Context: an optimization exercise on an open-source flow, tuned for small area. The choices shown serve that exercise and are no tape-out recipe. Function was checked by simulation only, so behaviour that the tests miss may differ from the original. Power figures rest on the tool's default switching activity, not on a simulated workload.

--- flow/design.v ---
package wsk_pkg;
  localparam int unsigned KeyLen    = 24;
  localparam int unsigned HdrLen    = 19;
  localparam int unsigned AcceptLen = 28;
  function automatic logic [7:0] hdr_char(input logic [4:0] idx);
    logic [7:0] c;
    case (idx)
      5'd0:  c = "S";
      5'd1:  c = "e";
      5'd2:  c = "c";
      5'd3:  c = "-";
      5'd4:  c = "W";
      5'd5:  c = "e";
      5'd6:  c = "b";
      5'd7:  c = "S";
      5'd8:  c = "o";
      5'd9:  c = "c";
      5'd10: c = "k";
      5'd11: c = "e";
      5'd12: c = "t";
      5'd13: c = "-";
      5'd14: c = "K";
      5'd15: c = "e";
      5'd16: c = "y";
      5'd17: c = ":";
      5'd18: c = " ";
      default: c = 8'h00;
    endcase
    hdr_char = c;
  endfunction
  function automatic logic [7:0] b64_char(input logic [5:0] v);
    logic [7:0] c;
    if (v < 6'd26)      c = 8'("A") + 8'(v);
    else if (v < 6'd52) c = 8'("a") + 8'(v - 6'd26);
    else if (v < 6'd62) c = 8'("0") + 8'(v - 6'd52);
    else if (v == 6'd62) c = 8'("+");
    else                c = 8'("/");
    b64_char = c;
  endfunction
endpackage
module wsk_w2rom (
  input  logic [1:0] stage_i,
  input  logic [4:0] r_i,
  input  logic [1:0] c_i,
  output logic [7:0] b_o
);
  always_comb begin
    case ({stage_i, r_i, c_i})
      9'b00_01111_00: b_o = 8'he0;
      9'b00_01111_01: b_o = 8'h01;
      9'b00_10010_00: b_o = 8'hc0;
      9'b00_10010_01: b_o = 8'h03;
      9'b01_00001_00: b_o = 8'h80;
      9'b01_00001_01: b_o = 8'h07;
      9'b01_00011_00: b_o = 8'hc0;
      9'b01_00011_01: b_o = 8'h03;
      9'b01_00100_01: b_o = 8'h0f;
      9'b01_00111_01: b_o = 8'h1e;
      9'b01_01001_00: b_o = 8'hc0;
      9'b01_01001_01: b_o = 8'h0c;
      9'b01_01010_01: b_o = 8'h3c;
      9'b01_01011_00: b_o = 8'h40;
      9'b01_01011_01: b_o = 8'h04;
      9'b01_01101_01: b_o = 8'h78;
      9'b01_01110_01: b_o = 8'h0f;
      9'b01_01111_01: b_o = 8'h33;
      9'b01_10000_01: b_o = 8'hf0;
      9'b01_10001_01: b_o = 8'h0f;
      9'b01_10011_01: b_o = 8'hef;
      9'b01_10011_10: b_o = 8'h01;
      9'b10_00001_01: b_o = 8'hcc;
      9'b10_00010_01: b_o = 8'hc0;
      9'b10_00010_10: b_o = 8'h03;
      9'b10_00011_00: b_o = 8'h80;
      9'b10_00011_01: b_o = 8'h43;
      9'b10_00101_01: b_o = 8'h8f;
      9'b10_00101_10: b_o = 8'h07;
      9'b10_00110_01: b_o = 8'hff;
      9'b10_00111_00: b_o = 8'h80;
      9'b10_00111_01: b_o = 8'h26;
      9'b10_00111_10: b_o = 8'h03;
      9'b10_01000_10: b_o = 8'h0f;
      9'b10_01001_01: b_o = 8'hf0;
      9'b10_01010_01: b_o = 8'h33;
      9'b10_01011_01: b_o = 8'hff;
      9'b10_01011_10: b_o = 8'h1e;
      9'b10_01101_01: b_o = 8'hb8;
      9'b10_01101_10: b_o = 8'h0c;
      9'b10_01110_10: b_o = 8'h3c;
      9'b10_01111_01: b_o = 8'h0b;
      9'b10_01111_10: b_o = 8'h04;
      9'b10_10000_01: b_o = 8'hf0;
      9'b10_10001_01: b_o = 8'hff;
      9'b10_10001_10: b_o = 8'h78;
      9'b10_10010_01: b_o = 8'hf0;
      9'b10_10010_10: b_o = 8'h0f;
      9'b10_10011_01: b_o = 8'h87;
      9'b10_10011_10: b_o = 8'h33;
      9'b11_00000_10: b_o = 8'hf0;
      9'b11_00001_01: b_o = 8'hc3;
      9'b11_00001_10: b_o = 8'h0f;
      9'b11_00010_01: b_o = 8'hf0;
      9'b11_00011_01: b_o = 8'hbb;
      9'b11_00011_10: b_o = 8'hef;
      9'b11_00011_11: b_o = 8'h01;
      9'b11_00101_10: b_o = 8'hcc;
      9'b11_00110_01: b_o = 8'hf0;
      9'b11_00110_10: b_o = 8'hc0;
      9'b11_00110_11: b_o = 8'h03;
      9'b11_00111_01: b_o = 8'h80;
      9'b11_00111_10: b_o = 8'h43;
      9'b11_01001_10: b_o = 8'h8f;
      9'b11_01001_11: b_o = 8'h07;
      9'b11_01010_10: b_o = 8'hff;
      9'b11_01011_01: b_o = 8'h9e;
      9'b11_01011_10: b_o = 8'h26;
      9'b11_01011_11: b_o = 8'h03;
      9'b11_01100_11: b_o = 8'h0f;
      9'b11_01101_01: b_o = 8'hf0;
      9'b11_01101_10: b_o = 8'hf0;
      9'b11_01110_01: b_o = 8'h3c;
      9'b11_01110_10: b_o = 8'h33;
      9'b11_01111_01: b_o = 8'h88;
      9'b11_01111_10: b_o = 8'hff;
      9'b11_01111_11: b_o = 8'h1e;
      9'b11_10001_01: b_o = 8'h88;
      9'b11_10001_10: b_o = 8'hb8;
      9'b11_10001_11: b_o = 8'h0c;
      9'b11_10010_01: b_o = 8'hf0;
      9'b11_10010_11: b_o = 8'h3c;
      9'b11_10011_01: b_o = 8'h4a;
      9'b11_10011_10: b_o = 8'h0a;
      9'b11_10011_11: b_o = 8'h04;
      default: b_o = 8'h00;
    endcase
  end
endmodule
module websocket_accept_key_engine (
  input  logic       clk_i,
  input  logic       rst_ni,
  input  logic       in_valid_i,
  output logic       in_stall_o,
  input  logic [7:0] rx_byte_i,
  output logic       out_valid_o,
  input  logic       out_stall_i,
  output logic [7:0] accept_char_o,
  output logic [4:0] char_index_o,
  output logic       last_o
);
  localparam logic [3:0] StHdr  = 4'd0, StKey  = 4'd1, StLoad = 4'd2, StRnd1 = 4'd3,
                         StFf1  = 4'd4, StRnd2 = 4'd5, StFf2  = 4'd6, StXfer = 4'd7,
                         StOut  = 4'd8, StDone = 4'd9;
  logic [3:0]   state_q;
  logic [1:0]   c_q, sg_q;
  logic [4:0]   r_q;
  logic [511:0] ring_q;
  logic [159:0] s_q;
  logic [3:0]   cy_q;
  logic [1:0]   bsv_q;
  logic         xsv_q;
  logic load, r1, r2, rnd, ff1, ff2, xfer, emit, last_cyc, key_en, in_acc, out_acc;
  assign load = (state_q == StLoad);
  assign r1   = (state_q == StRnd1);
  assign r2   = (state_q == StRnd2);
  assign ff1  = (state_q == StFf1);
  assign ff2  = (state_q == StFf2);
  assign xfer = (state_q == StXfer);
  assign rnd  = r1 || r2;
  assign emit = xfer && (r_q[1:0] == 2'd0);
  assign last_cyc = (c_q == 2'd3) &&
                    (r_q == ((ff1 || ff2) ? 5'd4 : xfer ? 5'd16 : 5'd19));
  assign in_stall_o  = !(state_q == StHdr || state_q == StKey || state_q == StDone);
  assign in_acc      = in_valid_i && !in_stall_o;
  assign out_valid_o = (state_q == StOut);
  assign out_acc     = out_valid_o && !out_stall_i;
  assign key_en      = (state_q == StKey && in_acc) || r1 || ff1 ||
                       (r2 && sg_q == 2'd0 && r_q < 5'd10) || ff2 || emit ||
                       (out_acc && (r_q[1:0] != 2'd0));
  logic [7:0] gen_w, gen_h;
  always_comb begin
    case ({r_q, c_q})
      7'd44: gen_w = 8'h32;   
      7'd45: gen_w = 8'h35;   
      7'd46: gen_w = 8'h38;   
      7'd47: gen_w = 8'h45;   
      7'd48: gen_w = 8'h41;   
      7'd49: gen_w = 8'h46;   
      7'd50: gen_w = 8'h41;   
      7'd51: gen_w = 8'h35;   
      7'd52: gen_w = 8'h2d;   
      7'd53: gen_w = 8'h45;   
      7'd54: gen_w = 8'h39;   
      7'd55: gen_w = 8'h31;   
      7'd56: gen_w = 8'h34;   
      7'd57: gen_w = 8'h2d;   
      7'd58: gen_w = 8'h34;   
      7'd59: gen_w = 8'h37;   
      7'd60: gen_w = 8'h44;   
      7'd61: gen_w = 8'h41;   
      7'd62: gen_w = 8'h2d;   
      7'd63: gen_w = 8'h39;   
      7'd64: gen_w = 8'h35;   
      7'd65: gen_w = 8'h43;   
      7'd66: gen_w = 8'h41;   
      7'd67: gen_w = 8'h2d;   
      7'd68: gen_w = 8'h43;   
      7'd69: gen_w = 8'h35;   
      7'd70: gen_w = 8'h41;   
      7'd71: gen_w = 8'h42;   
      7'd72: gen_w = 8'h30;   
      7'd73: gen_w = 8'h44;   
      7'd74: gen_w = 8'h43;   
      7'd75: gen_w = 8'h38;   
      7'd76: gen_w = 8'h35;   
      7'd77: gen_w = 8'h42;   
      7'd78: gen_w = 8'h31;   
      7'd79: gen_w = 8'h31;   
      default: gen_w = 8'h00;
    endcase
    if (r1) gen_w = (c_q == 2'd0) ? 8'h80 : 8'h00;
  end
  always_comb begin
    case (r_q[2:0])
      3'd0: gen_h = {2'b11, ~c_q, 2'b00, c_q};                    
      3'd1: gen_h = ~{1'b1, c_q, 1'b0, 1'b1, c_q, 1'b1};          
      3'd2: gen_h = ~{1'b0, c_q, 1'b0, 1'b0, c_q, 1'b1};          
      3'd3: gen_h = {1'b1, c_q, 1'b0, 1'b1, c_q, 1'b1};           
      default: gen_h = {1'b0, c_q, 1'b0, 1'b0, c_q, 1'b1};        
    endcase
  end
  logic [7:0] bb, cc, dd, ee, a5, f, kc, wv, w2, hv, t;
  assign bb = s_q[103:96];
  assign cc = s_q[71:64];
  assign dd = s_q[39:32];
  assign ee = s_q[7:0];
  wsk_w2rom u_w2 (.stage_i(sg_q), .r_i(r_q), .c_i(c_q), .b_o(w2));
  always_comb begin
    logic [31:0] k;
    logic [7:0] x;
    a5 = {s_q[130:128], (c_q == 2'd0) ? s_q[159:155] : s_q[127:123]};
    x  = cc ^ dd;
    case (sg_q)
      2'd0: begin f = dd ^ (bb & x);        k = 32'h5A827999; end
      2'd1: begin f = bb ^ x;               k = 32'h6ED9EBA1; end
      2'd2: begin f = cc ^ (x & (bb ^ cc)); k = 32'h8F1BBCDC; end
      default: begin f = bb ^ x;            k = 32'hCA62C1D6; end
    endcase
    kc = k[8*c_q +: 8];
    case (c_q)
      2'd0: wv = ring_q[63:56];
      2'd1: wv = ring_q[47:40];
      2'd2: wv = ring_q[31:24];
      default: wv = ring_q[15:8];
    endcase
    if (r2) wv = w2;
    if (!rnd) begin
      a5 = 8'h00; f = 8'h00; kc = 8'h00;
      wv = ff1 ? gen_h : ff2 ? ring_q[39:32] : 8'h00;
    end
  end
  logic [3:0] ci, co;
  always_comb begin
    logic [7:0] s1, c1, s2, c2, s3, c3, y, rc;
    ci = (c_q == 2'd0) ? 4'd0 : cy_q;
    s1 = a5 ^ f ^ ee;
    c1 = (a5 & f) | (a5 & ee) | (f & ee);
    s2 = kc ^ wv ^ s1;
    c2 = (kc & wv) | (kc & s1) | (wv & s1);
    y  = {c1[6:0], ci[0]};
    rc = {c2[6:0], ci[1]};
    s3 = s2 ^ y ^ rc;
    c3 = (s2 & y) | (s2 & rc) | (y & rc);
    y  = {c3[6:0], ci[2]};
    for (int i = 0; i < 8; i++) begin
      logic cin;
      cin  = (i == 0) ? ci[3] : rc[i-1];
      t[i] = s3[i] ^ y[i] ^ cin;
      rc[i] = (s3[i] & y[i]) | (s3[i] & cin) | (y[i] & cin);
    end
    co = {rc[7], c3[7], c2[7], c1[7]};
  end
  logic [7:0] x, wnew;
  logic       xb;
  assign x  = ring_q[7:0] ^ ring_q[71:64] ^ ring_q[263:256] ^ ring_q[423:416];
  assign xb = (c_q == 2'd3) ? xsv_q
                            : (ring_q[15] ^ ring_q[79] ^ ring_q[271] ^ ring_q[431]);
  assign wnew = {x[6:0], xb};
  logic [7:0] rot_b, s_top, w_top, k_top, s_tap;
  assign rot_b = (c_q == 2'd3) ? {bsv_q, s_q[103:98]} : s_q[105:98];
  assign s_top = (load && r_q < 5'd5) ? gen_h : t;
  always_comb begin
    case (c_q)
      2'd0: s_tap = s_q[159:152];
      2'd1: s_tap = s_q[143:136];
      2'd2: s_tap = s_q[127:120];
      default: s_tap = s_q[111:104];
    endcase
  end
  assign w_top = (load || (r1 && sg_q == 2'd0 && r_q == 5'd0)) ? gen_w :
                 ff1 ? t : wnew;
  assign k_top = (state_q == StKey) ? rx_byte_i : xfer ? s_tap : ring_q[231:224];
  always_ff @(posedge clk_i) begin
    s_q   <= {s_top, s_q[159:104], rnd ? rot_b : s_q[103:96], s_q[95:8]};
    cy_q  <= co;
    if (c_q == 2'd0) begin
      bsv_q <= s_q[97:96];
      xsv_q <= x[7];
    end
    ring_q[511:224] <= {w_top, ring_q[511:232]};
    if (key_en) ring_q[223:32] <= {k_top, ring_q[223:40]};
    ring_q[31:0] <= ring_q[39:8];
  end
  always_ff @(posedge clk_i or negedge rst_ni) begin
    if (!rst_ni) begin
      state_q <= StHdr; r_q <= '0; c_q <= '0; sg_q <= '0;
    end else begin
      case (state_q)
        StHdr: if (in_acc) begin
          if (rx_byte_i == wsk_pkg::hdr_char(r_q)) begin
            if (r_q == 5'(wsk_pkg::HdrLen - 1)) begin
              state_q <= StKey; r_q <= '0;
            end else r_q <= r_q + 5'd1;
          end else r_q <= (rx_byte_i == 8'h53) ? 5'd1 : 5'd0;
        end
        StKey: if (in_acc) begin
          if (r_q == 5'(wsk_pkg::KeyLen - 1)) begin
            state_q <= StLoad; r_q <= '0; c_q <= '0; sg_q <= '0;
          end else r_q <= r_q + 5'd1;
        end
        StOut: if (out_acc) begin
          if (last_o) state_q <= StDone;
          else r_q <= r_q + 5'd1;
        end
        StDone: ;
        default: begin
          c_q <= c_q + 2'd1;
          if (c_q == 2'd3) r_q <= r_q + 5'd1;
          if (last_cyc) begin
            r_q <= '0;
            if (rnd) sg_q <= sg_q + 2'd1;
            if (!rnd || sg_q == 2'd3) state_q <= state_q + 4'd1;
          end
        end
      endcase
    end
  end
  logic [7:0] b0, b1;
  logic [5:0] digit;
  assign b0 = ring_q[71:64];
  assign b1 = ring_q[79:72];
  always_comb begin
    case (r_q[1:0])
      2'd0: digit = b0[7:2];
      2'd1: digit = {b0[1:0], b1[7:4]};
      2'd2: digit = {b0[3:0], (r_q == 5'd26) ? 2'b00 : b1[7:6]};
      default: digit = b0[5:0];
    endcase
  end
  logic lt26, lt52, ge62;
  logic [4:0] off, lo;
  logic [7:0] ch;
  assign lt26 = !digit[5] && (!digit[4] || !digit[3] || (!digit[2] && !digit[1]));
  assign lt52 = !digit[5] || !digit[4] || (!digit[3] && !digit[2]);
  assign ge62 = &digit[5:1];
  assign off  = lt26 ? 5'd1 : lt52 ? 5'd7 : 5'd28;
  always_comb begin
    logic cy;
    cy = 1'b0;
    for (int i = 0; i < 5; i++) begin
      lo[i] = digit[i] ^ off[i] ^ cy;
      cy = (digit[i] & off[i]) | (digit[i] & cy) | (off[i] & cy);
    end
  end
  assign ch = ge62 ? {5'b00101, digit[0], 2'b11} : {1'b0, lt52, !lt26, lo};
  assign char_index_o  = r_q;
  assign last_o        = (r_q == 5'(wsk_pkg::AcceptLen));
  assign accept_char_o = last_o ? 8'h00 : (r_q == 5'(wsk_pkg::AcceptLen - 1) ? 8'("=") : ch);
endmodule
--- flow/flow/run.sh ---
#!/bin/bash
# The standard layout (standard.sh) with changes to how the layout is made;
# the registers, their names and cell types stay the standard synthesis's:
#  - synthesis maps adders to plain gates, not the library's full and half
#    adder cells (no ADDER_MAP_FILE), and ABC maps for area with amap, twice
#    (a copy of ORFS's scripts with its own abc_area.script);
#  - port buffers are buf_1 cells;
#  - clock tree synthesis uses clkbuf_4 buffers in small clusters and no
#    dummy loads.
# Each tool's output goes to the ORFS logs under orfs/logs; make's output to
# standard_flow.log here.
set -euo pipefail
rm -rf orfs_scripts
cp -r "$FLOW_HOME/scripts" orfs_scripts
printf 'strash\ndch -f\namap\nstrash\ndch -f\namap\ntopo\n' > orfs_scripts/abc_area.script
export SCRIPTS_DIR="$PWD/orfs_scripts"
export ADDER_MAP_FILE=
export BUFFER_PORTS_ARGS="-buffer_cell sky130_fd_sc_hd__buf_1"
export CTS_ARGS="-sink_clustering_enable -repair_clock_nets -dont_use_dummy_load -buf_list sky130_fd_sc_hd__clkbuf_4 -sink_clustering_size 10 -sink_clustering_max_diameter 40"
bash standard.sh > standard_flow.log 2>&1
--- flow/config.mk ---
export PLATFORM = sky130hd
export DESIGN_NAME = websocket_accept_key_engine
export DESIGN_NICKNAME = websocket_accept_key_engine
export VERILOG_FILES = /design/flow/design.v
export SDC_FILE = /design/flow/constraint.sdc
export NUM_CORES = 4
export LEC_CHECK = 0
export ABC_AREA = 1
export CAP_MARGIN = 20
export CORE_MARGIN = 2
export CORE_UTILIZATION = 40
export SLEW_MARGIN = 20
--- flow/standard.sh ---
#!/bin/bash
# synth_recipe.tcl (not shown) runs the flow's synth.tcl, then flattens the netlist and writes it again
# the make line also repeats each setting of config.mk as NAME=value (left out here)
make -C /OpenROAD-flow-scripts/flow DESIGN_CONFIG=/design/flow/config.mk WORK_HOME=/design/flow/orfs CLKGATE_MAP_FILE= SYNTH_SCRIPT=/design/flow/synth_recipe.tcl "${@:-finish}"
--- flow/constraint.sdc ---
create_clock -name core_clock -period 10.0 [get_ports {clk_i}]
set_input_delay 2.0000 -clock core_clock [delete_from_list [all_inputs] [get_ports {clk_i}]]
set_output_delay 2.0000 -clock core_clock [all_outputs]
set_load 0.01 [all_outputs]
==> load_flow_metrics.sql, run 1 <==
INSERT INTO impl_metrics (metric_group, metric, value, unit) VALUES
('placed_design', 'dp_cells', '2362', ''),
('timing', 'hold_viol', '0', ''),
('timing', 'timing.final.setup_violations', '0', ''),
('drt', 'routed_via_density', '5.31', ''),
('layout', 'final_layout_size_suffix_gt1_frac', '0.0638', ''),
('clock_tree', 'clk_latency', '850', 'ps'),
('clock_tree', 'ctsHoldBuffers', '0', ''),
('timing', 'final_max_slew_viol_count', '0', ''),
('critical_path', 'reg2reg_slack', '2430', 'ps'),
('logic_synthesis', 'edff_count_synth', '195', ''),
('die', 'design.core.area', '51300', 'sq um'),
('timing', 'setup_slack', '2260', 'ps'),
('layout', 'final_net_count', '1785', ''),
('clock_tree', 'cts-htree-levels', '3', ''),
('layout', 'layout.filler_cells', '4820', ''),
('clock_tree', 'cts_root_buf', 'clkbuf_4', ''),
('worst_hold_path', 'holdCritPathClass', 'register to register', ''),
('global_route', 'global_route_wire_length_before_repair', '75400', 'microns'),
('pwr', 'design_power_total', '4.08', 'mW'),
('timing', 'worst_slew_margin_rel', '0.334', ''),
('logic_synthesis', 'synth-seq-area-share', '0.765', ''),
('layout', 'non_filler_instance_count_after_layout', '2454', ''),
('run_status', 'outcome', 'finished clean', ''),
('logic_synthesis', 'mean_syn_cell_area', '12.7', 'sq um'),
('clock_tree', 'cts_setup_buffers', '0', ''),
('run', 'cap_violations', '0', ''),
('clock_tree', 'num_cts_buffers', '89', ''),
('global_route', 'via_count_of_the_first_global_routing_pass', '12528', ''),
('critical_path', 'timing_worst_setup_path_type', 'register to output port', ''),
('placed_design', 'gp_congestion', '0.895', ''),
('timing', 'finalHoldWorstSlack', '260', 'ps'),
('drt', 'drt_iter0_markers', '1178', ''),
('critical_path', 'largest_stage_delay_on_the_critical_path', '620', 'ps'),
('pwr', 'power.leakage', '8.52', 'nW'),
('clock_tree', 'cts.sinks', '692', ''),
('timing', 'fin_skew', '108', 'ps'),
('logic_synthesis', 'ys_seq_elements', '692', ''),
('logic_synthesis', 'asyncSetResetFlopFracSynth', '0.0188', ''),
('global_route', 'initial_antenna_violation_count', '2', ''),
('logic_synthesis', 'synth_fp_nets', '1648', ''),
('drt', 'remaining_drc_errors', '0', ''),
('die', 'floorplan.die.height', '232', 'microns'),
('critical_path', 'worstPathCellList', 'clkinv_1 -> nor2_1 -> clkinv_1 -> o22ai_1 -> a221oi_1 -> or2_0 -> o21ai_0 -> nor2_1 -> o22ai_1 -> o21ai_0 -> o21ai_0 -> clkinv_1 -> or3_1 -> a31oi_1 -> buf_1', ''),
('clock_tree', 'post_cts_resized', '0', ''),
('drt', 'per_cell_routed_wire_length', '20.5', 'microns'),
('pwr', 'power.density_cell_area', '181', 'nW/um^2'),
('critical_path', 'critical_path.startpoint_type', 'register', ''),
('placed_design', 'number_of_buffers_inserted_by_port_buffering', '26', ''),
('critical_path', 'timing.critical_path.to_type', 'output port', ''),
('placed_design', 'hpwl', '34900', 'microns'),
('critical_path', 'worst-endpoint-arrival', '5740', 'ps'),
('global_route', 'globalRoute.totalOverflow', '0', ''),
('logic_synthesis', 'ys_top_cells_by_count', '484 x dfxtp_1, 230 x nor2_1, 195 x edfxtp_1', ''),
('critical_path', 'worst-path-buf-inv', '4', ''),
('critical_path', 'critical-path-slowest-cell', 'dfrtp_1', ''),
('die', 'dieArea', '53700', 'sq um'),
('pwr', 'worst_ir_drop_vdd', '0.116', 'mV'),
('layout', 'area.growth.synth_to_final', '8.70', '%'),
('logic_synthesis', 'yosys_warnings', '2', ''),
('logic_synthesis', 'synth.largest_area_cell', 'dfxtp_1', ''),
('drt', 'drtAntennaViolNets', '0', ''),
('logic_synthesis', 'synth.distinct_cells', '55', ''),
('global_route', 'groute.usage.overall', '0.189', ''),
('timing', 'fin_crit_sh', '0.774', ''),
('timing', 'fin_setup_tns', '0', 'ps'),
('drt', 'firstDrtPassIters', '7', ''),
('die', 'design.portCount', '28', ''),
('die', 'starting_density_of_the_core', '0.405', ''),
('timing', 'tightestPinTransition', '986', 'ps'),
('clock_tree', 'clk_path_buf_depth', '3', ''),
('logic_synthesis', 'yosysTopAreaCellShare', '0.467', '');
## cell usage in the layout, fill, tap and decap left out, drive strengths merged, types with 3 or more instances in the layout
cell type	netlist	final
o22a	12	12
or2	7	7
dfrtp	13	13
clkbuf	0	89
clkinv	97	97
o21ai	105	105
o211ai	4	4
nor2	230	230
and3	4	4
dfxtp	484	484
nor4	11	11
nand4	4	4
a222oi	13	13
diode	0	3
nand3	9	9
buf	1	47
or3	10	10
o221ai	10	10
a211oi	9	9
o32ai	12	12
a22oi	7	7
nor2b	15	15
o21a	9	9
and2	8	8
a31oi	11	11
o22ai	65	65
nor3	26	26
o32a	3	3
nand2	100	100
o41ai	4	4
a221oi	17	17
or4	5	5
o31ai	6	6
a221o	3	3
a21oi	95	95
edfxtp	195	195
a32oi	3	3
a2111oi	3	3
a311oi	3	3
## layer usage
metal  share of wire  track usage  up-vias
met2            0.43        0.277      494
met5               0            0        -
li1                -            -     6176
met1            0.45        0.262     6251
met3           0.084       0.0545      120
met4           0.036       0.0777        0
## path summary, 6_finish.rpt
kind | startpoint | to | cells after the start
max in group asynchronous | rst_ni | r_q[3]$_DFFE_PN0P_ | 1
worst min register to register | ring_q[289]$_DFF_P_ | ring_q[281]$_DFF_P_ | 0
min in group asynchronous | rst_ni | c_q[0]$_DFFE_PN0P_ | 1
worst max-delay path | r_q[0]$_DFFE_PN0P_ | accept_char_o[3] | 15
worst min-delay path | ring_q[289]$_DFF_P_ | ring_q[281]$_DFF_P_ | 0
worst max register to register | r_q[1]$_DFFE_PN0P_ | ring_q[511]$_DFF_P_ | 33
## cells by family after synthesis
group,Yosys count,synth area share
other,1,0.000181
XOR/XNOR,2,0.000844
AO/OA/AOI/OAI,409,0.127
AND/OR/NAND/NOR,434,0.0898
buffers and inverters,98,0.0179
flip-flops,692,0.765
## report_power, final
group	internal (mW)	switching (mW)	leakage (nW)
Clock	0.408	0.796	0.409
Sequential	2.86	0.000410	6.53
Combinational	0.00182	0.00457	1.58
## through the flow
step                      cell area [sq um]  utilization
after floorplan                       20800            -
after global placement                21900        0.427
after detailed placement              21900        0.427
after CTS                             22600        0.440
after global routing                  22600        0.440
final                                 22600        0.440
## state kept, by name, indices dropped and copies added (netlist names)
signal	flops
bsv_q	2
c_q	2
cy_q	4
r_q	5
ring_q	512
s_q	160
sg_q	2
state_q	4
xsv_q	1
## cell type report
cell class | instances | area [sq um] | area share
sequential | 692 | 15900 | 0.703
multi-input combinational | 846 | 4530 | 0.201
tap | 680 | 851 | 0.0377
clock buffer | 89 | 668 | 0.0296
inverter | 97 | 364 | 0.0161
timing repair buffer | 47 | 268 | 0.0119
antenna | 3 | 7.51 | 0.000333
## worst reg2reg max path, delay by kind of cell, from the launching register on
kind | cells | cell delay, ps
flip-flops | 1 | 790
AO/OA/AOI/OAI | 15 | 3090
buffers and inverters | 4 | 1540
AND/OR/NAND/NOR | 14 | 2010
==> run 2: changes to the inputs <==
--- a/flow/design.v
+++ b/flow/design.v
@@ -157,8 +157,8 @@
   logic [159:0] s_q;
   logic [3:0]   cy_q;
   logic [1:0]   bsv_q;
-  logic         xsv_q;
-  logic load, r1, r2, rnd, ff1, ff2, xfer, emit, last_cyc, key_en, in_acc, out_acc;
+  logic         xpv_q;
+  logic load, lrev, r1, r2, rnd, ff1, ff2, xfer, emit, last_cyc, key_en, in_acc, out_acc;
   assign load = (state_q == StLoad);
   assign r1   = (state_q == StRnd1);
   assign r2   = (state_q == StRnd2);
@@ -166,6 +166,7 @@
   assign ff2  = (state_q == StFf2);
   assign xfer = (state_q == StXfer);
   assign rnd  = r1 || r2;
+  assign lrev = load && (r_q < 5'd8);
   assign emit = xfer && (r_q[1:0] == 2'd0);
   assign last_cyc = (c_q == 2'd3) &&
                     (r_q == ((ff1 || ff2) ? 5'd4 : xfer ? 5'd16 : 5'd19));
@@ -173,59 +174,60 @@
   assign in_acc      = in_valid_i && !in_stall_o;
   assign out_valid_o = (state_q == StOut);
   assign out_acc     = out_valid_o && !out_stall_i;
-  assign key_en      = (state_q == StKey && in_acc) || r1 || ff1 ||
+  assign key_en      = (state_q == StKey && in_acc) || lrev || (load && r_q == 5'd19) ||
+                       r1 || ff1 ||
                        (r2 && sg_q == 2'd0 && r_q < 5'd10) || ff2 || emit ||
                        (out_acc && (r_q[1:0] != 2'd0));
   logic [7:0] gen_w, gen_h;
   always_comb begin
     case ({r_q, c_q})
-      7'd44: gen_w = 8'h32;   
-      7'd45: gen_w = 8'h35;   
-      7'd46: gen_w = 8'h38;   
-      7'd47: gen_w = 8'h45;   
-      7'd48: gen_w = 8'h41;   
-      7'd49: gen_w = 8'h46;   
-      7'd50: gen_w = 8'h41;   
-      7'd51: gen_w = 8'h35;   
-      7'd52: gen_w = 8'h2d;   
-      7'd53: gen_w = 8'h45;   
-      7'd54: gen_w = 8'h39;   
-      7'd55: gen_w = 8'h31;   
-      7'd56: gen_w = 8'h34;   
+      7'd40: gen_w = 8'h45;   
+      7'd41: gen_w = 8'h38;   
+      7'd42: gen_w = 8'h35;   
+      7'd43: gen_w = 8'h32;   
+      7'd44: gen_w = 8'h35;   
+      7'd45: gen_w = 8'h41;   
+      7'd46: gen_w = 8'h46;   
+      7'd47: gen_w = 8'h41;   
+      7'd48: gen_w = 8'h31;   
+      7'd49: gen_w = 8'h39;   
+      7'd50: gen_w = 8'h45;   
+      7'd51: gen_w = 8'h2d;   
+      7'd52: gen_w = 8'h37;   
+      7'd53: gen_w = 8'h34;   
+      7'd54: gen_w = 8'h2d;   
+      7'd55: gen_w = 8'h34;   
+      7'd56: gen_w = 8'h39;   
       7'd57: gen_w = 8'h2d;   
-      7'd58: gen_w = 8'h34;   
-      7'd59: gen_w = 8'h37;   
-      7'd60: gen_w = 8'h44;   
+      7'd58: gen_w = 8'h41;   
+      7'd59: gen_w = 8'h44;   
+      7'd60: gen_w = 8'h2d;   
       7'd61: gen_w = 8'h41;   
-      7'd62: gen_w = 8'h2d;   
-      7'd63: gen_w = 8'h39;   
-      7'd64: gen_w = 8'h35;   
-      7'd65: gen_w = 8'h43;   
-      7'd66: gen_w = 8'h41;   
-      7'd67: gen_w = 8'h2d;   
-      7'd68: gen_w = 8'h43;   
-      7'd69: gen_w = 8'h35;   
-      7'd70: gen_w = 8'h41;   
-      7'd71: gen_w = 8'h42;   
-      7'd72: gen_w = 8'h30;   
-      7'd73: gen_w = 8'h44;   
-      7'd74: gen_w = 8'h43;   
-      7'd75: gen_w = 8'h38;   
-      7'd76: gen_w = 8'h35;   
-      7'd77: gen_w = 8'h42;   
-      7'd78: gen_w = 8'h31;   
-      7'd79: gen_w = 8'h31;   
+      7'd62: gen_w = 8'h43;   
+      7'd63: gen_w = 8'h35;   
+      7'd64: gen_w = 8'h42;   
+      7'd65: gen_w = 8'h41;   
+      7'd66: gen_w = 8'h35;   
+      7'd67: gen_w = 8'h43;   
+      7'd68: gen_w = 8'h38;   
+      7'd69: gen_w = 8'h43;   
+      7'd70: gen_w = 8'h44;   
+      7'd71: gen_w = 8'h30;   
+      7'd72: gen_w = 8'h31;   
+      7'd73: gen_w = 8'h31;   
+      7'd74: gen_w = 8'h42;   
+      7'd75: gen_w = 8'h35;   
+      7'd79: gen_w = 8'h80;
       default: gen_w = 8'h00;
     endcase
-    if (r1) gen_w = (c_q == 2'd0) ? 8'h80 : 8'h00;
   end
   always_comb begin
-    case (r_q[2:0])
-      3'd0: gen_h = {2'b11, ~c_q, 2'b00, c_q};                    
-      3'd1: gen_h = ~{1'b1, c_q, 1'b0, 1'b1, c_q, 1'b1};          
-      3'd2: gen_h = ~{1'b0, c_q, 1'b0, 1'b0, c_q, 1'b1};          
-      3'd3: gen_h = {1'b1, c_q, 1'b0, 1'b1, c_q, 1'b1};           
-      default: gen_h = {1'b0, c_q, 1'b0, 1'b0, c_q, 1'b1};        
+    case (r_q)
+      5'd0, 5'd15: gen_h = {2'b11, ~c_q, 2'b00, c_q};               
+      5'd1, 5'd16: gen_h = ~{1'b1, c_q, 1'b0, 1'b1, c_q, 1'b1};     
+      5'd2, 5'd17: gen_h = ~{1'b0, c_q, 1'b0, 1'b0, c_q, 1'b1};     
+      5'd3, 5'd18: gen_h = {1'b1, c_q, 1'b0, 1'b1, c_q, 1'b1};      
+      default:     gen_h = {1'b0, c_q, 1'b0, 1'b0, c_q, 1'b1};      
     endcase
   end
   logic [7:0] bb, cc, dd, ee, a5, f, kc, wv, w2, hv, t;
@@ -246,13 +248,7 @@
       default: begin f = bb ^ x;            k = 32'hCA62C1D6; end
     endcase
     kc = k[8*c_q +: 8];
-    case (c_q)
-      2'd0: wv = ring_q[63:56];
-      2'd1: wv = ring_q[47:40];
-      2'd2: wv = ring_q[31:24];
-      default: wv = ring_q[15:8];
-    endcase
-    if (r2) wv = w2;
+    wv = r2 ? w2 : ring_q[7:0];
     if (!rnd) begin
       a5 = 8'h00; f = 8'h00; kc = 8'h00;
       wv = ff1 ? gen_h : ff2 ? ring_q[39:32] : 8'h00;
@@ -282,12 +278,11 @@
   logic [7:0] x, wnew;
   logic       xb;
   assign x  = ring_q[7:0] ^ ring_q[71:64] ^ ring_q[263:256] ^ ring_q[423:416];
-  assign xb = (c_q == 2'd3) ? xsv_q
-                            : (ring_q[15] ^ ring_q[79] ^ ring_q[271] ^ ring_q[431]);
+  assign xb = (c_q == 2'd0) ? (ring_q[31] ^ ring_q[95] ^ ring_q[287] ^ ring_q[447]) : xpv_q;
   assign wnew = {x[6:0], xb};
   logic [7:0] rot_b, s_top, w_top, k_top, s_tap;
   assign rot_b = (c_q == 2'd3) ? {bsv_q, s_q[103:98]} : s_q[105:98];
-  assign s_top = (load && r_q < 5'd5) ? gen_h : t;
+  assign s_top = lrev ? ring_q[7:0] : load ? gen_h : t;
   always_comb begin
     case (c_q)
       2'd0: s_tap = s_q[159:152];
@@ -296,16 +291,13 @@
       default: s_tap = s_q[111:104];
     endcase
   end
-  assign w_top = (load || (r1 && sg_q == 2'd0 && r_q == 5'd0)) ? gen_w :
-                 ff1 ? t : wnew;
-  assign k_top = (state_q == StKey) ? rx_byte_i : xfer ? s_tap : ring_q[231:224];
+  assign w_top = load ? gen_w : ff1 ? t : wnew;
+  assign k_top = (state_q == StKey) ? rx_byte_i : (xfer || lrev) ? s_tap : ring_q[231:224];
   always_ff @(posedge clk_i) begin
     s_q   <= {s_top, s_q[159:104], rnd ? rot_b : s_q[103:96], s_q[95:8]};
     cy_q  <= co;
-    if (c_q == 2'd0) begin
-      bsv_q <= s_q[97:96];
-      xsv_q <= x[7];
-    end
+    if (c_q == 2'd0) bsv_q <= s_q[97:96];
+    xpv_q <= x[7];
     ring_q[511:224] <= {w_top, ring_q[511:232]};
     if (key_en) ring_q[223:32] <= {k_top, ring_q[223:40]};
     ring_q[31:0] <= ring_q[39:8];
--- a/flow/flow/run.sh
+++ b/flow/flow/run.sh
@@ -12,9 +12,9 @@
 set -euo pipefail
 rm -rf orfs_scripts
 cp -r "$FLOW_HOME/scripts" orfs_scripts
-printf 'strash\ndch -f\namap\nstrash\ndch -f\namap\ntopo\n' > orfs_scripts/abc_area.script
+printf 'strash\ndch -f\namap -F 3 -A 8\nstrash\ndch -f\namap -F 3 -A 8\ntopo\n' > orfs_scripts/abc_area.script
 export SCRIPTS_DIR="$PWD/orfs_scripts"
 export ADDER_MAP_FILE=
 export BUFFER_PORTS_ARGS="-buffer_cell sky130_fd_sc_hd__buf_1"
-export CTS_ARGS="-sink_clustering_enable -repair_clock_nets -dont_use_dummy_load -buf_list sky130_fd_sc_hd__clkbuf_4 -sink_clustering_size 10 -sink_clustering_max_diameter 40"
+export CTS_ARGS="-sink_clustering_enable -repair_clock_nets -dont_use_dummy_load -buf_list sky130_fd_sc_hd__clkbuf_4 -sink_clustering_size 10 -sink_clustering_max_diameter 45"
 bash standard.sh > standard_flow.log 2>&1
==> load_flow_metrics.sql, run 2 <==
INSERT INTO impl_metrics (metric_group, metric, value, unit) VALUES
('global_route', 'groute.usage.overall', '0.185', ''),
('timing', 'hold_viol', '0', ''),
('logic_synthesis', 'yosysTopAreaCellShare', '0.470', ''),
('critical_path', 'crit_path_max_fanout', '13', ''),
('logic_synthesis', 'netlist_instances', '1637', ''),
('timing', 'worst_slew_margin_rel', '0.350', ''),
('clock_tree', 'cts_tree', 'yes', ''),
('critical_path', 'critical_path.startpoint_type', 'register', ''),
('layout', 'mostFrequentLayoutCells', '485 x dfxtp_1, 237 x nor2_1, 194 x edfxtp_1, 121 x o21ai_0, 104 x clkinv_1', ''),
('timing', 'timing.final.setup_violations', '0', ''),
('critical_path', 'critical-path-slowest-cell', 'dfrtp_1', ''),
('layout', 'final_layout_size_suffix_gt1_frac', '0.0606', ''),
('pwr', 'power.leakage', '7.34', 'nW'),
('logic_synthesis', 'ys_seq_elements', '692', ''),
('logic_synthesis', 'syn-cell-area', '20700', 'sq um'),
('logic_synthesis', 'synth.distinct_cells', '45', ''),
('pwr', 'power.density_cell_area', '181', 'nW/um^2'),
('logic_synthesis', 'yosys_warnings', '2', ''),
('timing', 'rsz0062_at_grt', 'false', ''),
('critical_path', 'crit_top_cell', 'nor2_1', ''),
('global_route', 'globalRoute.totalOverflow', '0', ''),
('timing', 'fin_crit_sh', '0.771', ''),
('timing', 'tightestPinTransition', '969', 'ps'),
('worst_hold_path', 'hold_start', 'ring_q[293]$_DFF_P_', ''),
('drt', 'detail_route.wirelength', '48700', 'microns'),
('logic_synthesis', 'ys_top_cells_by_count', '485 x dfxtp_1, 237 x nor2_1, 194 x edfxtp_1', ''),
('global_route', 'maximum_number_of_pins_on_one_net_before_global_route_repair', '193', ''),
('global_route', 'initial_antenna_violation_count', '2', ''),
('die', 'floorplan.die.height', '231', 'microns'),
('logic_synthesis', 'dominantRegCellSynth', 'dfxtp_1', ''),
('clock_tree', 'ctsHoldBuffers', '0', ''),
('logic_synthesis', 'synth.largest_area_cell', 'dfxtp_1', ''),
('logic_synthesis', 'post-synth-top-count-cell', 'dfxtp_1', ''),
('die', 'width_of_the_die', '231', 'microns'),
('pwr', 'worst_ir_drop_vdd', '0.107', 'mV'),
('drt', 'drt_iter0_markers', '1162', ''),
('timing', 'final.min_clock_period', '7710', 'ps'),
('die', 'placement_rows', '83', ''),
('clock_tree', 'cts_setup_buffers', '0', ''),
('placed_design', 'dpl-instance-area', '21800', 'sq um'),
('die', 'dieArea', '53500', 'sq um'),
('drt', 'per_cell_routed_wire_length', '19.9', 'microns'),
('critical_path', 'timing_worst_setup_path_type', 'register to output port', ''),
('logic_synthesis', 'asyncSetResetFlopFracSynth', '0.0188', ''),
('layout', 'final_net_count', '1780', ''),
('layout', 'fin_area', '22400', 'sq um'),
('critical_path', 'cp-startpoint', 'r_q[1]$_DFFE_PN0P_', ''),
('critical_path', 'timing.critical_path.to_type', 'output port', ''),
('critical_path', 'critical_path.reg2reg.startpoint', 'c_q[1]$_DFFE_PN0P_', ''),
('logic_synthesis', 'synth-seq-area-share', '0.767', ''),
('critical_path', 'worst-endpoint-arrival', '5710', 'ps'),
('run', 'cap_violations', '0', ''),
('logic_synthesis', 'mean_syn_cell_area', '12.6', 'sq um'),
('layout', 'area.growth.synth_to_final', '8.55', '%'),
('drt', 'firstDrtPassIters', '5', ''),
('die', 'design.portCount', '28', ''),
('clock_tree', 'num_cts_buffers', '85', ''),
('drt', 'vias_post_dr', '12732', ''),
('clock_tree', 'clk_pin_slew', '90', 'ps'),
('layout', 'final_common_cell', 'dfxtp_1', ''),
('critical_path', 'worstPathCellList', 'clkinv_1 -> nor2_1 -> clkinv_1 -> a31oi_1 -> a222oi_1 -> o21ai_0 -> nor2_1 -> o31ai_1 -> clkinv_1 -> nor2_1 -> nand2_1 -> o21ai_0 -> o21ai_0 -> o22ai_1 -> nor2_1 -> nor2_1 -> o211ai_1 -> a21oi_1 -> buf_1', ''),
('worst_hold_path', 'holdCritPathClass', 'register to register', ''),
('critical_path', 'critical_path.top_delay_family', 'compound AO/OA/AOI/OAI gates', ''),
('die', 'design.core.area', '51200', 'sq um'),
('clock_tree', 'post_cts_resized', '0', ''),
('timing', 'fin_setup_tns', '0', 'ps'),
('layout', 'max_reg_flops', '512', ''),
('critical_path', 'critical_path_required', '8000', 'ps'),
('placed_design', 'hpwl', '34100', 'microns'),
('timing', 'fin_skew', '76.6', 'ps'),
('layout', 'final_core_util', '0.438', ''),
('layout', 'layout.filler_cells', '4709', ''),
('clock_tree', 'clk_path_buf_depth', '3', ''),
('clock_tree', 'clk_latency', '820', 'ps'),
('global_route', 'global_route_wire_length_before_repair', '74000', 'microns'),
('run_status', 'outcome', 'finished clean', ''),
('logic_synthesis', 'netlist_top_cells_area', 'dfxtp_1 47%, edfxtp_1 28%, nor2_1 4.3%', ''),
('clock_tree', 'cts-htree-levels', '3', ''),
('global_route', 'via_count_of_the_first_global_routing_pass', '12259', ''),
('die', 'starting_density_of_the_core', '0.404', ''),
('clock_tree', 'cts.sinks', '692', ''),
('critical_path', 'worst-path-buf-inv', '4', ''),
('clock_tree', 'cts_root_buf', 'clkbuf_4', ''),
('timing', 'fmax', '130', 'MHz'),
('critical_path', 'largest_stage_delay_on_the_critical_path', '670', 'ps'),
('timing', 'final_max_slew_viol_count', '0', ''),
('logic_synthesis', 'edff_count_synth', '194', ''),
('drt', 'routed_via_density', '5.20', ''),
('placed_design', 'gp_congestion', '0.919', ''),
('drt', 'remaining_drc_errors', '0', ''),
('drt', 'drtAntennaViolNets', '0', ''),
('layout', 'largest_register_by_flop_count', 'ring_q', ''),
('placed_design', 'number_of_buffers_inserted_by_port_buffering', '26', ''),
('logic_synthesis', 'synth_fp_nets', '1649', ''),
('layout', 'top_regs', 'ring_q x512, s_q x160, r_q x5', '');
## run 2: cell count changes after synthesis, moves of 5 or more
cell | previous run | this run
nor4_1 | 11 | 6
o221ai_1 | 10 | 19
clkinv_1 | 97 | 104
o21ai_0 | 105 | 121
nor3_1 | 26 | 20
nor2_1 | 230 | 237
a222oi_1 | 13 | 18
or3_1 | 10 | 4
a211oi_1 | 9 | 4
nor2b_1 | 15 | 6
or4_1 | 5 | 11
a221oi_1 | 17 | 11
## run 2: per-stage QoR
step / power, mW / hold slack [ps] / cells / setup WS [ps]
2_1_floorplan: 2.93 / 310 / 1637 / 1870
6_report: 4.06 / 286 / 2448 / 2290
3_3_place_gp: 2.93 / 310 / 2361 / 2730
4_1_cts: 4.13 / 293 / 2446 / 2250
3_5_place_dp: 2.93 / 312 / 2361 / 2650
5_1_grt: 4.24 / 281 / 2448 / 1710
## run 2: path summary, 6_finish.rpt
kind,slack (ps),depth (start not counted),to
hold / removal,290,0,ring_q[285]$_DFF_P_
max in group asynchronous,8050,1,r_q[4]$_DFFE_PN0P_
setup / recovery,2290,19,accept_char_o[4]
min in group asynchronous,1300,1,state_q[3]$_DFFE_PN0P_
hold reg to reg,290,0,ring_q[285]$_DFF_P_
setup reg to reg,2630,34,ring_q[510]$_DFF_P_
## run 2: final cells by class
| cell class | count | area [sq um] | area share |
|---|---|---|---|
| multi-input cells | 840 | 4440 | 0.198 |
| well taps | 680 | 851 | 0.0379 |
| inverters | 104 | 390 | 0.0174 |
| repair buffers | 45 | 253 | 0.0113 |
| diodes | 2 | 5.00 | 0.000223 |
| flip-flops and latches | 692 | 15900 | 0.707 |
| clock buffers | 85 | 638 | 0.0284 |
## run 2: kinds of logic after synthesis
family	share of synthesized area
xor+xnor	0.000848
flops	0.767
simple gates	0.0850
buf+inv	0.0192
other cells	0.000181
compound gates	0.127
## run 2: report_power, final
group          leakage, nW  switching [mW]  internal (mW)
combinational         1.69         0.00484        0.00171
sequential            5.26               0           2.86
clock                0.391           0.799          0.391
## run 2: metal layers
metal  share of wire  wire (microns)  GRT usage
met2            0.43           21100      0.279
met5               0               0          0
met3           0.061            2990     0.0410
met1            0.48           23200      0.263
met4           0.028            1390     0.0663
==> run 3: changes to the inputs <==
--- a/flow/design.v
+++ b/flow/design.v
@@ -234,7 +234,7 @@
   assign bb = s_q[103:96];
   assign cc = s_q[71:64];
   assign dd = s_q[39:32];
-  assign ee = s_q[7:0];
+  assign ee = load ? 8'h00 : s_q[7:0];
   wsk_w2rom u_w2 (.stage_i(sg_q), .r_i(r_q), .c_i(c_q), .b_o(w2));
   always_comb begin
     logic [31:0] k;
@@ -251,7 +251,7 @@
     wv = r2 ? w2 : ring_q[7:0];
     if (!rnd) begin
       a5 = 8'h00; f = 8'h00; kc = 8'h00;
-      wv = ff1 ? gen_h : ff2 ? ring_q[39:32] : 8'h00;
+      wv = lrev ? ring_q[7:0] : (ff1 || load) ? gen_h : ff2 ? ring_q[39:32] : 8'h00;
     end
   end
   logic [3:0] ci, co;
@@ -282,7 +282,7 @@
   assign wnew = {x[6:0], xb};
   logic [7:0] rot_b, s_top, w_top, k_top, s_tap;
   assign rot_b = (c_q == 2'd3) ? {bsv_q, s_q[103:98]} : s_q[105:98];
-  assign s_top = lrev ? ring_q[7:0] : load ? gen_h : t;
+  assign s_top = t;
   always_comb begin
     case (c_q)
       2'd0: s_tap = s_q[159:152];
==> load_flow_metrics.sql, run 3 <==
INSERT INTO impl_metrics (metric_group, metric, value, unit) VALUES
('drt', 'routed-wl-met2', '21500', 'microns'),
('logic_synthesis', 'synth-compound-area-share', '0.126', ''),
('layout', 'top_regs', 'ring_q x512, s_q x160, r_q x5', ''),
('drt', 'drtAntennaViolNets', '0', ''),
('logic_synthesis', 'syn-cell-area', '20600', 'sq um'),
('die', 'design.portCount', '28', ''),
('layout', 'mostFrequentLayoutCells', '485 x dfxtp_1, 225 x nor2_1, 194 x edfxtp_1, 119 x o21ai_0, 102 x clkinv_1', ''),
('layout', 'multi_input_comb_area', '4350', 'sq um'),
('logic_synthesis', 'netlist_instances', '1619', ''),
('timing', 'finalHoldWorstSlack', '287', 'ps'),
('run_status', 'outcome', 'finished clean', ''),
('placed_design', 'dp_cells', '2343', ''),
('timing', 'final_max_slew_viol_count', '0', ''),
('placed_design', 'number_of_buffers_inserted_by_port_buffering', '26', ''),
('run', 'cap_violations', '0', ''),
('placed_design', 'dpl-instance-area', '21700', 'sq um'),
('drt', 'routed.top_layer', 'met4', ''),
('timing', 'fin_setup_tns', '0', 'ps'),
('critical_path', 'crit_path_max_fanout', '14', ''),
('timing', 'hold_viol', '0', ''),
('layout', 'final_net_count', '1759', ''),
('clock_tree', 'cts.sinks', '692', ''),
('logic_synthesis', 'yosysTopAreaCellShare', '0.472', ''),
('timing', 'fin_crit_sh', '0.800', ''),
('clock_tree', 'clk_latency', '810', 'ps'),
('drt', 'firstDrtPassIters', '6', ''),
('clock_tree', 'cts_setup_buffers', '0', ''),
('layout', 'largest_register_by_flop_count', 'ring_q', ''),
('drt', 'per_cell_routed_wire_length', '20.1', 'microns'),
('drt', 'drt_iter0_markers', '1076', ''),
('drt', 'remaining_drc_errors', '0', ''),
('critical_path', 'critical-path-slowest-cell', 'nor2_1', ''),
('placed_design', 'hpwl', '34000', 'microns'),
('logic_synthesis', 'synth_fp_nets', '1631', ''),
('pwr', 'worst_ir_drop_vdd', '0.148', 'mV'),
('critical_path', 'critical_path.top_delay_family', 'compound AO/OA/AOI/OAI gates', ''),
('timing', 'rsz0062_at_grt', 'false', ''),
('logic_synthesis', 'ys_seq_elements', '692', ''),
('layout', 'area.growth.synth_to_final', '8.34', '%'),
('placed_design', 'dpl_worst_slack', '2630', 'ps'),
('layout', 'fin_area', '22300', 'sq um'),
('logic_synthesis', 'synth-seq-area-share', '0.770', ''),
('critical_path', 'critical_path.startpoint_type', 'register', ''),
('logic_synthesis', 'synthXorXnorAreaFrac', '0.00128', ''),
('die', 'design.core.area', '51100', 'sq um'),
('pwr', 'power.leakage', '7.23', 'nW'),
('clock_tree', 'num_cts_buffers', '82', ''),
('critical_path', 'reg2reg_slack', '2430', 'ps'),
('logic_synthesis', 'synth.largest_area_cell', 'dfxtp_1', ''),
('die', 'dieArea', '53300', 'sq um'),
('clock_tree', 'cts_tree', 'yes', ''),
('logic_synthesis', 'dominantRegCellSynth', 'dfxtp_1', ''),
('logic_synthesis', 'asyncSetResetFlopFracSynth', '0.0188', ''),
('logic_synthesis', 'edff_count_synth', '194', ''),
('logic_synthesis', 'ys_top_cells_by_count', '485 x dfxtp_1, 225 x nor2_1, 194 x edfxtp_1', ''),
('layout', 'sequential_area', '15900', 'sq um'),
('global_route', 'global_route_wire_length_before_repair', '73500', 'microns'),
('global_route', 'via_count_of_the_first_global_routing_pass', '12053', ''),
('drt', 'detail_route.wirelength', '48800', 'microns'),
('layout', 'final_layout_size_suffix_gt1_frac', '0.0585', ''),
('layout', 'non_filler_instance_count_after_layout', '2426', ''),
('placed_design', 'gp_congestion', '0.910', ''),
('logic_synthesis', 'post-synth-top-count-cell', 'dfxtp_1', ''),
('worst_hold_path', 'holdCritPathClass', 'register to register', ''),
('layout', 'final_common_cell', 'dfxtp_1', ''),
('clock_tree', 'ctsHoldBuffers', '0', ''),
('layout', 'layout.filler_cells', '4765', ''),
('layout', 'max_reg_flops', '512', ''),
('logic_synthesis', 'yosys-mux-area-fraction', '0', ''),
('clock_tree', 'clk_pin_slew', '90', 'ps'),
('logic_synthesis', 'yosys_warnings', '2', '');
-- run 3: cell count changes after synthesis, moves of 4 or more --
cell / before / now
nor2_1: 237 / 225
a22o_1: 4 / 0
a222oi_1: 18 / 14
a21oi_1: 99 / 93
o22a_1: 8 / 12
or2_0: 8 / 4
or3_1: 4 / 8
or4_1: 11 / 3
nor3_1: 20 / 27
-- run 3: where the power goes --
group / total (mW) / switching, mW / internal, mW
Clock: 1.16 / 0.786 / 0.378
Sequential: 2.86 / 0 / 2.86
Combinational: 0.00746 / 0.00579 / 0.00167
Total: 4.03 / 0.792 / 3.24
-- run 3: worst paths after layout --
path / cells after the start / to / startpoint
min in group asynchronous: 1 / sg_q[1]$_DFFE_PN0P_ / rst_ni
worst min-delay path: 0 / ring_q[325]$_DFF_P_ / ring_q[333]$_DFF_P_
worst max-delay path: 14 / accept_char_o[4] / r_q[0]$_DFFE_PN0P_
max in group asynchronous: 1 / c_q[1]$_DFFE_PN0P_ / rst_ni
worst max register to register: 32 / ring_q[511]$_DFF_P_ / r_q[0]$_DFFE_PN0P_
worst min register to register: 0 / ring_q[325]$_DFF_P_ / ring_q[333]$_DFF_P_
-- run 3: per-layer routing --
metal,vias up,GRT usage
met5,-,0
met4,0,0.0716
met3,88,0.0329
met2,393,0.275
met1,6184,0.265
li1,6085,-
-- run 3: cell type report --
class,instances,area share
clock buffers,82,0.0276
repair buffers,45,0.0109
well taps,680,0.0381
flip-flops and latches,692,0.711
multi-input cells,824,0.195
inverters,102,0.0172
diodes,1,0.000112
-- run 3: worst register-to-register path: cells and delay by family, from the launching register on --
family / cells / cell delay [ps]
buffers and inverters: 4 / 1310
AOI/OAI and AO/OA: 16 / 2970
DFF: 1 / 660
and+or+nand+nor: 12 / 2500
-- run 3: logic make-up (layout without fill, tap and decap cells) --
logic type,Yosys count,count (layout)
compound gates,410,410
xor+xnor,3,3
buf+inv,103,229
flops,692,692
other cells,1,2
simple gates,410,410

==> port drivers added, routing unchanged <==
In the flow no input, the clock included, has a driving cell. The finished layouts below were timed again as built, in two steps.
Step 1 sets driving cells, clkbuf_16 on the clock port and buf_2 on the other inputs (assumed; they add their load-dependent delay and slew).
Step 2 moves the port delays by t, midway between the first and last clock arrival at a register: inputs arrive t later, outputs are due t later. That takes back most of the time a late clock gives input paths.
Three values: ideal ports, drivers, drivers and shift; two values: the first two.
| run | shift t [ns] | slack for setup (ns) | worst setup path at the end |
|---|---|---|---|
| run 1 | 0.850 | 2.256 / 2.202 / 2.428 | register to register |
| run 2 | 0.835 | 2.287 / 2.232 / 2.635 | register to register |
| run 3 | 0.825 | 2.000 / 1.952 / 2.430 | register to register |
After both steps every run listed still meets setup and hold.
